Source: an optimization exercise on an open RTL-to-GDS flow (aim: small area, a short achievable clock period and few clock cycles per item). Production flows keep margins and buffers that such runs may drop.
In this exercise RTL edits were held to simulation tests only and were not proved equivalent to the original.
Power and IR drop assume default switching activity.

--- flow/config.mk ---
export PLATFORM = sky130hd
export DESIGN_NAME = selective_repeat_sender_window_top
export DESIGN_NICKNAME = selective_repeat_sender_window_top
export VERILOG_FILES = /design/flow/design.v
export SDC_FILE = /design/flow/constraint.sdc
export NUM_CORES = 4
export LEC_CHECK = 0
export CAP_MARGIN = 20
export CORE_MARGIN = 2
export CORE_UTILIZATION = 40
export PLACE_DENSITY = 0.6
export SLEW_MARGIN = 20
--- flow/constraint.sdc ---
create_clock -name core_clock -period 10.0 [get_ports {clk}]
set_input_delay 2.0000 -clock core_clock [delete_from_list [all_inputs] [get_ports {clk}]]
set_output_delay 2.0000 -clock core_clock [all_outputs]
set_load 0.01 [all_outputs]
--- flow/design.v ---
package srsw_pkg;
    localparam int SEQ_COUNT = 32;
    localparam int SEQ_W     = $clog2(SEQ_COUNT);
    localparam int SEQ_W1    = SEQ_W + 1;
    localparam int SEQ_FIELD_W = 5;
    localparam int BLOCK_W     = 24;
    localparam int WSIZE_W     = 5;
    localparam int TIMEOUT_W   = 10;
    localparam int TIMER_W     = 11;
    localparam int CFG_IDX_W   = 1;
    localparam int CFG_W       = 10;
    localparam int CMP_W = ((SEQ_W > SEQ_FIELD_W) ? SEQ_W : SEQ_FIELD_W) + 1;
    localparam logic [TIMER_W-1:0] TIMER_MAX = {TIMER_W{1'b1}};
    localparam logic [CFG_IDX_W-1:0] REG_WINDOW_SIZE = 1'd0;
    localparam logic [CFG_IDX_W-1:0] REG_TIMEOUT     = 1'd1;
    localparam logic OP_ACK  = 1'b0;
    localparam logic OP_TICK = 1'b1;
    typedef struct packed {
        logic                   opcode;
        logic [SEQ_FIELD_W-1:0] ack_seq;
    } item_t;
    typedef struct packed {
        logic [SEQ_FIELD_W-1:0] packet_seq;
        logic [BLOCK_W-1:0]     payload_block;
        logic                   is_resend;
    } result_t;
    typedef struct packed {
        logic [TIMER_W-1:0] timer;
        logic               acked;
    } slot_t;
    typedef enum logic [1:0] {
        ST_IDLE,
        ST_ACK,
        ST_TICK,
        ST_ALIGN
    } state_t;
    function automatic logic [SEQ_W-1:0] seq_add(input logic [SEQ_W-1:0] a,
                                                 input logic [SEQ_W-1:0] b);
        logic [SEQ_W1-1:0] s;
        s = {1'b0, a} + {1'b0, b};
        if (s >= SEQ_W1'(SEQ_COUNT))
        begin
            s = s - SEQ_W1'(SEQ_COUNT);
        end
        seq_add = s[SEQ_W-1:0];
    endfunction
    function automatic logic [SEQ_W-1:0] seq_dist(input logic [SEQ_W-1:0] from,
                                                  input logic [SEQ_W-1:0] to);
        logic [SEQ_W1-1:0] d;
        d = {1'b0, to} + SEQ_W1'(SEQ_COUNT) - {1'b0, from};
        if (d >= SEQ_W1'(SEQ_COUNT))
        begin
            d = d - SEQ_W1'(SEQ_COUNT);
        end
        seq_dist = d[SEQ_W-1:0];
    endfunction
endpackage
module srsw_cell (
    input  logic            clk,
    input  logic            rst_n,
    input  logic            shift,
    input  srsw_pkg::slot_t din,
    output srsw_pkg::slot_t q
);
    srsw_pkg::slot_t slot_reg;
    srsw_pkg::slot_t slot_next;
    always_comb
    begin
        slot_next = shift ? din : slot_reg;
    end
    always_ff @(posedge clk or negedge rst_n)
    begin
        if (!rst_n)
        begin
            slot_reg <= '0;
        end
        else
        begin
            slot_reg <= slot_next;
        end
    end
    assign q = slot_reg;
endmodule
module selective_repeat_sender_window_top (
    input  logic                                 clk,
    input  logic                                 rst_n,
    input  logic                                 start,
    output logic                                 busy,
    input  logic [5:0]                           item,      
    input  logic                                 cfg_we,
    input  logic [srsw_pkg::CFG_IDX_W-1:0]       cfg_idx,
    input  logic [srsw_pkg::CFG_W-1:0]           cfg_data,
    output logic                                 result_valid,
    output logic [29:0]                          result     
);
    srsw_pkg::item_t   item_s;
    assign item_s = item;
    localparam int N     = srsw_pkg::SEQ_COUNT;
    localparam int SW    = srsw_pkg::SEQ_W;
    localparam int CW    = srsw_pkg::CMP_W;
    localparam int BW    = srsw_pkg::BLOCK_W;
    localparam int TW    = srsw_pkg::TIMER_W;
    srsw_pkg::state_t        state_reg, state_next;
    logic [SW-1:0]           k_reg, k_next;             
    logic [SW-1:0]           head_reg, head_next;       
    logic [SW-1:0]           base_reg, base_next;
    logic [SW-1:0]           nseq_reg, nseq_next;       
    logic [BW-1:0]           deliv_reg, deliv_next;
    logic [SW-1:0]           cnt_reg, cnt_next;         
    logic [SW-1:0]           ack_s_reg, ack_s_next;
    logic                    ack_ok_reg, ack_ok_next;
    logic                    slide_reg, slide_next;
    logic [SW-1:0]           slcnt_reg, slcnt_next;
    logic                    found_reg, found_next;
    logic [SW-1:0]           foff_reg, foff_next;
    logic [SW-1:0]           fseq_reg, fseq_next;
    logic                    rv_reg, rv_next;
    srsw_pkg::result_t       res_reg, res_next;
    logic [srsw_pkg::WSIZE_W-1:0]   ws_reg;
    logic [srsw_pkg::TIMEOUT_W-1:0] to_reg;
    localparam int SLW   = TW + 1;                      
    logic [N-1:0][SLW-1:0]   cell_q;
    logic [N-1:0][SLW-1:0]   cell_d;
    srsw_pkg::slot_t         head_q;                    
    srsw_pkg::slot_t         head_new;
    logic                    shift;
    for (genvar i = 0; i < N; i++)
    begin : g_ring
        if (i == N - 1)
        begin : g_tail
            assign cell_d[i] = head_new;
        end
        else
        begin : g_mid
            assign cell_d[i] = cell_q[i+1];
        end
        srsw_cell u_cell (
            .clk   (clk),
            .rst_n (rst_n),
            .shift (shift),
            .din   (cell_d[i]),
            .q     (cell_q[i])
        );
    end
    assign head_q = cell_q[0];
    logic [SW-1:0] cnt_now;
    logic [CW-1:0] ack_ext;
    logic [SW-1:0] ack_s_in;
    logic          in_win;
    logic          last;
    logic          mark;
    logic          acked_eff;
    logic [TW-1:0] t_inc;
    logic          expired;
    logic [CW-1:0] eff_win;
    logic          room;
    always_comb
    begin
        cnt_now  = srsw_pkg::seq_dist(base_reg, nseq_reg);
        ack_ext  = CW'(item_s.ack_seq);
        ack_s_in = SW'(item_s.ack_seq);
        in_win   = k_reg < cnt_reg;
        last     = k_reg == SW'(N - 1);
        mark     = ack_ok_reg && (head_reg == ack_s_reg);
        acked_eff = head_q.acked | mark;
        t_inc    = (head_q.timer == srsw_pkg::TIMER_MAX) ? head_q.timer
                                                          : head_q.timer + TW'(1);
        expired  = t_inc > TW'(to_reg);
        eff_win  = (CW'(ws_reg) > CW'(N - 1)) ? CW'(N - 1) : CW'(ws_reg);
        room     = CW'(cnt_reg) < eff_win;
    end
    always_comb
    begin
        state_next  = state_reg;
        k_next      = k_reg;
        head_next   = head_reg;
        base_next   = base_reg;
        nseq_next   = nseq_reg;
        deliv_next  = deliv_reg;
        cnt_next    = cnt_reg;
        ack_s_next  = ack_s_reg;
        ack_ok_next = ack_ok_reg;
        slide_next  = slide_reg;
        slcnt_next  = slcnt_reg;
        found_next  = found_reg;
        foff_next   = foff_reg;
        fseq_next   = fseq_reg;
        rv_next     = 1'b0;
        res_next    = res_reg;
        head_new    = head_q;
        shift       = 1'b0;
        case (state_reg)
            srsw_pkg::ST_IDLE:
            begin
                if (start)
                begin
                    k_next      = '0;
                    cnt_next    = cnt_now;
                    ack_s_next  = ack_s_in;
                    ack_ok_next = (ack_ext < CW'(N)) &&
                                  (srsw_pkg::seq_dist(base_reg, ack_s_in) < cnt_now);
                    slide_next  = ack_ok_next && (ack_s_in == base_reg);
                    slcnt_next  = '0;
                    found_next  = 1'b0;
                    state_next  = (item_s.opcode == srsw_pkg::OP_TICK) ? srsw_pkg::ST_TICK
                                                                     : srsw_pkg::ST_ACK;
                end
            end
            srsw_pkg::ST_ACK:
            begin
                shift     = 1'b1;
                head_next = srsw_pkg::seq_add(head_reg, SW'(1));
                k_next    = k_reg + SW'(1);
                if (slide_reg && in_win && acked_eff)
                begin
                    head_new   = '0;
                    slcnt_next = slcnt_reg + SW'(1);
                end
                else
                begin
                    slide_next     = 1'b0;
                    head_new.acked = acked_eff;
                end
                if (last)
                begin
                    base_next  = srsw_pkg::seq_add(base_reg, slcnt_next);
                    deliv_next = deliv_reg + BW'(slcnt_next);
                    state_next = (slcnt_next != '0) ? srsw_pkg::ST_ALIGN
                                                    : srsw_pkg::ST_IDLE;
                end
            end
            srsw_pkg::ST_TICK:
            begin
                shift     = 1'b1;
                head_next = srsw_pkg::seq_add(head_reg, SW'(1));
                k_next    = k_reg + SW'(1);
                if (in_win && !head_q.acked)
                begin
                    if (expired && !found_reg)
                    begin
                        found_next     = 1'b1;
                        foff_next      = k_reg;
                        fseq_next      = head_reg;
                        head_new.timer = '0;
                    end
                    else
                    begin
                        head_new.timer = t_inc;
                    end
                end
                if (last)
                begin
                    state_next = srsw_pkg::ST_IDLE;
                    if (found_next)
                    begin
                        rv_next                = 1'b1;
                        res_next.packet_seq    = srsw_pkg::SEQ_FIELD_W'(fseq_next);
                        res_next.payload_block = deliv_reg + BW'(foff_next);
                        res_next.is_resend     = 1'b1;
                    end
                    else if (room)
                    begin
                        rv_next                = 1'b1;
                        res_next.packet_seq    = srsw_pkg::SEQ_FIELD_W'(nseq_reg);
                        res_next.payload_block = deliv_reg + BW'(cnt_reg);
                        res_next.is_resend     = 1'b0;
                        nseq_next              = srsw_pkg::seq_add(nseq_reg, SW'(1));
                    end
                end
            end
            srsw_pkg::ST_ALIGN:
            begin
                shift     = 1'b1;
                head_next = srsw_pkg::seq_add(head_reg, SW'(1));
                if (head_next == base_reg)
                begin
                    state_next = srsw_pkg::ST_IDLE;
                end
            end
            default:
            begin
                state_next = srsw_pkg::ST_IDLE;
            end
        endcase
    end
    always_ff @(posedge clk or negedge rst_n)
    begin
        if (!rst_n)
        begin
            state_reg  <= srsw_pkg::ST_IDLE;
            k_reg      <= '0;
            head_reg   <= '0;
            base_reg   <= '0;
            nseq_reg   <= '0;
            deliv_reg  <= '0;
            ack_ok_reg <= 1'b0;
            slide_reg  <= 1'b0;
            slcnt_reg  <= '0;
            found_reg  <= 1'b0;
            rv_reg     <= 1'b0;
            ws_reg     <= srsw_pkg::WSIZE_W'(7);
            to_reg     <= srsw_pkg::TIMEOUT_W'(20);
        end
        else
        begin
            state_reg  <= state_next;
            k_reg      <= k_next;
            head_reg   <= head_next;
            base_reg   <= base_next;
            nseq_reg   <= nseq_next;
            deliv_reg  <= deliv_next;
            ack_ok_reg <= ack_ok_next;
            slide_reg  <= slide_next;
            slcnt_reg  <= slcnt_next;
            found_reg  <= found_next;
            rv_reg     <= rv_next;
            if (cfg_we)
            begin
                case (cfg_idx)
                    srsw_pkg::REG_WINDOW_SIZE: ws_reg <= cfg_data[srsw_pkg::WSIZE_W-1:0];
                    srsw_pkg::REG_TIMEOUT:     to_reg <= cfg_data[srsw_pkg::TIMEOUT_W-1:0];
                    default:                   ;
                endcase
            end
        end
    end
    always_ff @(posedge clk)
    begin
        cnt_reg   <= cnt_next;
        ack_s_reg <= ack_s_next;
        foff_reg  <= foff_next;
        fseq_reg  <= fseq_next;
        res_reg   <= res_next;
    end
    assign busy         = state_reg != srsw_pkg::ST_IDLE;
    assign result_valid = rv_reg;
    assign result       = res_reg;
endmodule
--- flow/run.sh ---
#!/bin/bash
# synth_recipe.tcl (not shown) runs the flow's synth.tcl, then flattens the netlist and writes it again
# the make line also repeats each setting of config.mk as NAME=value (left out here)
make -C /OpenROAD-flow-scripts/flow DESIGN_CONFIG=/design/flow/config.mk WORK_HOME=/design/flow/orfs CLKGATE_MAP_FILE= SYNTH_SCRIPT=/design/flow/synth_recipe.tcl finish
==> flow_metrics.env <==
export IMPL_dieWidth_um=236
export IMPL_min_path_cells=1
export IMPL_synth_edf_count=50
export IMPL_synth_area_mm2=0.0215
export IMPL_hp_class="flop to flop"
export IMPL_finalHoldViolCount=0
export IMPL_post_cts_setup_buffers=0
export IMPL_r2r_setup_slack_ns=3.91
export IMPL_grt_usage_pct=13.3
export IMPL_gp_congestion=0.827
export IMPL_tns_ns=0
export IMPL_p_leak_nw=11.9
export IMPL_timing_worst_setup_path_type="flop to flop"
export IMPL_drive_above_1_share_pct=31.7
export IMPL_cts_resized_gates=0
export IMPL_largest_register_ffs=384
export IMPL_dieArea_mm2=0.0555
export IMPL_rows=84
export IMPL_status="finished clean"
export IMPL_yosysSeqAreaShare_pct=59.9
export IMPL_fin_worst_skew_ns=0.0275
export IMPL_grt_pass1_wl_um=61400
export IMPL_grt_setup_unrepaired="false"
export IMPL_whs_endpoint="g_ring[15].u_cell.slot_reg[10]"
export IMPL_drt_iter0_markers=601
export IMPL_cp_data_arrival_time_ns=6.44
export IMPL_wl_um=35600
export IMPL_cts_root_buffer="clkbuf_16"
export IMPL_final_net_count=1663
export IMPL_grt_start_max_net_pins=185
export IMPL_initial_core_util_pct=40.7
export IMPL_syn_instance_count=1527
export IMPL_vias=11600
export IMPL_yosys_warnings=2
export IMPL_first_pass_iters=5
export IMPL_clk_pin_slew_ns=0.06
export IMPL_p_total_mw=5.78
export IMPL_cts_buffers=53
export IMPL_yosys_top_cells_area="dfrtp_1 52%, mux2_2 21%, edfxtp_1 7.0%"
export IMPL_worstMarginPinSlew_ns=0.956
export IMPL_required_ns=10.35
export IMPL_coreArea_mm2=0.0528
export IMPL_drv_slew=0
export IMPL_ctsHoldBuffers=0
export IMPL_antenna_found_initial=0
export IMPL_clock_latency_ns=0.61
export IMPL_ff2ff_path_depth=21
export IMPL_ys_dominant_reg_cell="dfrtp_1"
export IMPL_fillers=4706
export IMPL_peakVddDrop_mv=0.233
export IMPL_dp_hpwl_um=22400
export IMPL_cts_sinks=504
export IMPL_synth_seq_cells=504
export IMPL_critical_path_max_fanout=16
export IMPL_final_common_cell="dfrtp_1"
export IMPL_rr_startpoint="g_ring[0].u_cell.slot_reg[1]"
export IMPL_grt_pass1_vias=12100
export IMPL_relSlewSlack_pct=36.2
export IMPL_period_share_pct=60.9
export IMPL_avgSynthCellArea_um2=14.1
export IMPL_portBuffers=52
export IMPL_htree_levels=2
export IMPL_synth_largest_area_cell="dfrtp_1"
export IMPL_drcViolationCount=0
export IMPL_cts_tree="done"
export IMPL_final_cell_mix="449 x dfrtp_1, 399 x mux2_2, 73 x nand2_1"
export IMPL_n_antenna_cell=0
export IMPL_min_from="g_ring[16].u_cell.slot_reg[10]"
export IMPL_end_kind="flop"
export IMPL_setup_viol=0
export IMPL_drtAntennaViolNets=0
export IMPL_numPlacedInstances=2212
export IMPL_start_kind="flop"
export IMPL_async_flop_share_pct=90.1
export IMPL_maxCapViolCount=0
export IMPL_areaGrowthSynthToFinish_pct=13.9
export IMPL_fp_dieH_um=236
export IMPL_layout_cells_non_filler=2308
export IMPL_synth_top_cell_area_share_pct=52.3
export IMPL_gr_total_overflow=0
export IMPL_powerDensity_mw_per_mm2=236
export IMPL_cp_startpoint="g_ring[0].u_cell.slot_reg[1]"
export IMPL_r2r_end="res_reg[24]"
export IMPL_fmax_mhz=164
export IMPL_clock_path_buffers=3
export IMPL_ys_types=68
export IMPL_ios=53
export IMPL_wl_per_cell_um=15.4
export IMPL_synth_nets=1610
export IMPL_min_period_ns=6.09
export IMPL_final_util_pct=46.4
export IMPL_via_per_inst=5.04
[worst max-delay path, stage by stage, from the launching register on]
cell      delay, ns
dfrtp_1        0.48
ha_1           0.25
and2_1         0.17
nand4b_1       0.41
nand4_1        0.35
xnor2_1        0.11
ha_1           0.29
and4_1         0.23
a21boi_1       0.17
o211ai_1       0.20
a211oi_4       0.85
mux2_2         0.43
nor2_1         0.09
a21oi_1        0.08
ha_1           0.32
a21o_1         0.17
a21oi_1        0.22
o21bai_1       0.09
a21oi_1        0.34
nand2b_1       0.31
nor2_1         0.11
xor2_1         0.15
[synthesized netlist by cell type, drive strengths merged, types with 3 or more instances]
cell type,instances
edfxtp,50
o21a,4
a21boi,3
xor2,48
fa,5
dfstp,5
nor3,13
nand4,14
o21ai,39
o211ai,4
and4,3
mux2,401
a21o,15
nor2,45
inv,45
a211o,3
a211oi,3
a21oi,38
nand2,73
nand3,17
a31oi,3
nand2b,12
and2,4
ha,57
nor2b,8
and3,15
o31ai,3
nor4,4
buf,7
or2,4
dfrtp,449
mux2i,5
clkbuf,57
xnor2,40
[where the power goes]
part	leakage [nW]	switching, mW	internal, mW
registers	6.69	0.121	2.29
logic	4.37	0.790	0.650
clock network	0.860	0.808	1.12
total	11.9	1.72	4.06
[how the worst max path moves through the flow]
stage / end / slack (ns) / cells past startpoint
6_report: res_reg[24] / 3.91 / 21
5_1_grt: res_reg[24] / 3.38 / 21
4_1_cts: res_reg[24] / 3.83 / 21
3_5_place_dp: res_reg[24] / 3.83 / 21
3_3_place_gp: res_reg[18] / 3.96 / 21
2_1_floorplan: res_reg[12] / 4.84 / 24
[per-stage QoR]
stage	worst slack [ns]	area (µm²)	hold WS, ns
after global routing	3.38	24500	0.497
after CTS	3.83	24400	0.478
final	3.91	24500	0.483
after floorplan	4.84	21500	0.448
after detailed placement	3.83	22700	0.477
after global placement	3.96	22700	0.482
[area by class of cell]
cell class / instances / area, µm² / share of cell area [%]
clock buffers: 77 / 1540 / 6.28
clock inverters: 18 / 191 / 0.783
inverters: 45 / 169 / 0.691
multi-input cells: 914 / 8180 / 33.5
flip-flops and latches: 504 / 12900 / 52.6
well taps: 688 / 861 / 3.52
repair buffers: 62 / 646 / 2.64
[layer usage]
layer	GRT usage [%]	wire length (µm)	up-vias
li1	-	-	5512
met2	21.7	16800	153
met5	0	0	-
met4	4.81	823	0
met1	17.7	16800	5919
met3	2.46	1280	59
[cells by family (layout without fill, tap and decap cells)]
logic type               Yosys count  in the layout  share of synthesized area (%)
XOR/XNOR                          89             89                           3.69
flip-flops                       504            504                           59.9
AO/OA/AOI/OAI                    140            140                           4.25
multiplexers                     406            406                           21.3
adder cells (fa/ha/maj)           62             62                           3.79
buffers and inverters            109            202                           2.00
AND/OR/NAND/NOR                  217            217                           5.05
Testbench counts, summed over its fixed seeds: cycles 106,709, items 3,200.

[separate check: timing with driven ports]
The results above use ideal ports. As a check the final layout listed here was re-extracted and re-timed, cells and wires unchanged. Step 1 sets driving cells, clkbuf_16 on the clock port and buf_2 on the other inputs (assumed; they add their load-dependent delay and slew). Step 2 adds t to the input delays and takes it off the output delays; t is the mean of the earliest and latest rising clock arrival at the registers after step 1. Input paths then give back, and output paths get back, about the clock's delay inside the block. a / b / c = ideal / step 1 / step 2; a / b = the first two.
shift t [ns]: 0.655
setup WS [ns]: 3.906 / 3.906 / 3.906
latest minus earliest clock arrival (ns): 0.027 / 0.028
After both steps this run still meets setup and hold. The setup slack of this run moves by 0.000 ns with the drivers and by 0.000 ns with both steps.
